From an optimization exercise on the open Yosys and OpenROAD flow, aimed at small area, a short achievable clock period and few clock cycles per item; shortcuts taken in it are not production practice. In this exercise RTL edits were held to simulation tests only and were not proved equivalent to the original.

Setup of the baseline:
// aes_mmo_hash_core
module aes_mmo_hash_core
(
  input  logic        clk,
  input  logic        rst,
  input  logic        in_valid,
  output logic        in_stall,
  input  logic [7:0]  data_byte,
  input  logic [63:0] msg_bits,
  output logic        out_valid,
  input  logic        out_stall,
  output logic        status,
  output logic [63:0] digest_high,
  output logic [63:0] digest_low
);
==> flow/config.mk <==
export PLATFORM = sky130hd
export DESIGN_NAME = aes_mmo_hash_core
export DESIGN_NICKNAME = aes_mmo_hash_core
export VERILOG_FILES = /design/flow/design.v
export SDC_FILE = /design/flow/constraint.sdc
export NUM_CORES = 8
export LEC_CHECK = 0
export CAP_MARGIN = 20
export CORE_MARGIN = 2
export CORE_UTILIZATION = 40
export PLACE_DENSITY = 0.6
export SETUP_SLACK_MARGIN = 2.2
export SLEW_MARGIN = 20
==> flow/constraint.sdc <==
create_clock -name core_clock -period 8.0 [get_ports {clk}]
set_input_delay 1.6000 -clock core_clock [delete_from_list [all_inputs] [get_ports {clk}]]
set_output_delay 1.6000 -clock core_clock [all_outputs]
set_load 0.01 [all_outputs]
standard.sh (not shown) runs the stock make flow with config.mk's settings and CLKGATE_MAP_FILE= SYNTH_SCRIPT=/design/flow/synth_recipe.tcl, a recipe that flattens the netlist after the stock synthesis.
==> flow/flow/run.sh <==
#!/bin/bash
# Own layout flow: the standard flow (standard.sh), except that the ABC
# technology mapping inside synthesis uses flow/synth.abc (an area-oriented
# mapping followed by buffering and gate sizing) in place of ORFS's speed
# script. Everything before that step, including the register names and
# cells, is the standard synthesis (synth_recipe.tcl).
set -euo pipefail
W=$(pwd)
mkdir -p "$W/mysynth"
sed "s#^  log_cmd abc {\*}\$abc_args#  set abc_args [lreplace \$abc_args 1 1 $W/flow/synth.abc]\n  lappend abc_args -dont_use sky130_fd_sc_hd__xor3_1 -dont_use sky130_fd_sc_hd__xor3_2 -dont_use sky130_fd_sc_hd__xor3_4 -dont_use sky130_fd_sc_hd__xnor3_1 -dont_use sky130_fd_sc_hd__xnor3_2 -dont_use sky130_fd_sc_hd__xnor3_4\n  log_cmd abc {*}\$abc_args#" \
  "$FLOW_HOME/scripts/synth.tcl" > "$W/mysynth/synth_mod.tcl"
grep -q "flow/synth.abc" "$W/mysynth/synth_mod.tcl"
sed "s#^source \$::env(SCRIPTS_DIR)/synth.tcl#source $W/mysynth/synth_mod.tcl#" "$W/synth_recipe.tcl" > "$W/mysynth/synth.tcl"
grep -q "synth_mod" "$W/mysynth/synth.tcl"
sed "s#SYNTH_SCRIPT=[^ ]*#SYNTH_SCRIPT=$W/mysynth/synth.tcl#" "$W/standard.sh" > "$W/mysynth/standard_synth.sh"
grep -q "mysynth/synth.tcl" "$W/mysynth/standard_synth.sh"
bash "$W/mysynth/standard_synth.sh" synth > "$W/synth_make.log" 2>&1
bash "$W/standard.sh" > "$W/layout_make.log" 2>&1
==> flow/flow/synth.abc <==
strash
dc2
&get -n
&dch -f
&nf
&put
buffer -c
topo
stime -c
upsize -c
dnsize -c
Looking at the reports, the baseline completed the entire flow and the layout it produced met the timing, DRC and antenna checks.
Testbench counts of the baseline, summed over its fixed seeds: cycles 42,525, items 37,553.
What the candidate does differently from the baseline at the input level:
Settings: swapping 2.2 for 1.0 in SETUP_SLACK_MARGIN.
-- flow/flow/run.sh --
<<< the baseline, line 8
W=$(pwd)
mkdir -p "$W/mysynth"
sed "s#^  log_cmd abc {\*}\$abc_args#  set abc_args [lreplace \$abc_args 1 1 $W/flow/synth.abc]\n  lappend abc_args -dont_use sky130_fd_sc_hd__xor3_1 -dont_use sky130_fd_sc_hd__xor3_2 -dont_use sky130_fd_sc_hd__xor3_4 -dont_use sky130_fd_sc_hd__xnor3_1 -dont_use sky130_fd_sc_hd__xnor3_2 -dont_use sky130_fd_sc_hd__xnor3_4\n  log_cmd abc {*}\$abc_args#" \
  "$FLOW_HOME/scripts/synth.tcl" > "$W/mysynth/synth_mod.tcl"
grep -q "flow/synth.abc" "$W/mysynth/synth_mod.tcl"
>>> the candidate, line 8
W=$(pwd)
mkdir -p "$W/mysynth"
sed "s#^  log_cmd abc {\*}\$abc_args#  set abc_args [lreplace \$abc_args 1 1 $W/flow/synth.abc]\n  log_cmd abc {*}\$abc_args#" \
  "$FLOW_HOME/scripts/synth.tcl" > "$W/mysynth/synth_mod.tcl"
grep -q "flow/synth.abc" "$W/mysynth/synth_mod.tcl"
Results
Layout multi-input combinational cell count delta for the candidate relative to the baseline: 412 lower. Compared to the baseline, the candidate has required time at the endpoint of the critical path 0.17 ns lower. [the candidate] clock-buffer cell count fell 9 relative to the baseline. The candidate vs. the baseline: shortest clock period the worst path allows after layout now larger. Maximum frequency down 15% in the candidate wrt the baseline. The candidate vs the baseline: flip-flop and latch share of the layout cell area up in the candidate.

==> port drivers added, routing unchanged <==
How much do the figures lean on ideal ports? The routed layouts below were timed once more, with nothing changed but the port constraints. Step 1 (the two cells are an assumption about what drives the block):
set clk [get_ports {clk}]
set_driving_cell -lib_cell sky130_fd_sc_hd__clkbuf_16 $clk
set_driving_cell -lib_cell sky130_fd_sc_hd__buf_2 [delete_from_list [all_inputs] $clk]
Step 2, shift: input delay + t, output delay - t, t = (earliest + latest rising clock arrival at the registers) / 2. This alone moves slack from input paths to output paths. Three values: ideal, step 1, step 2; two values: the first two.
run	t, ns	slack for setup (ns)	hold slack, ns	slew at the worst register clock pin (ns)	worst data-port slew with drivers (ns)
the baseline	0.732	2.089 / 2.089 / 2.089	0.516 / 0.516 / 0.516	0.07 / 0.07	0.07
the candidate	0.749	1.086 / 1.086 / 1.086	0.486 / 0.486 / 0.486	0.07 / 0.07	0.05
After both steps setup and hold are still met in every run listed.
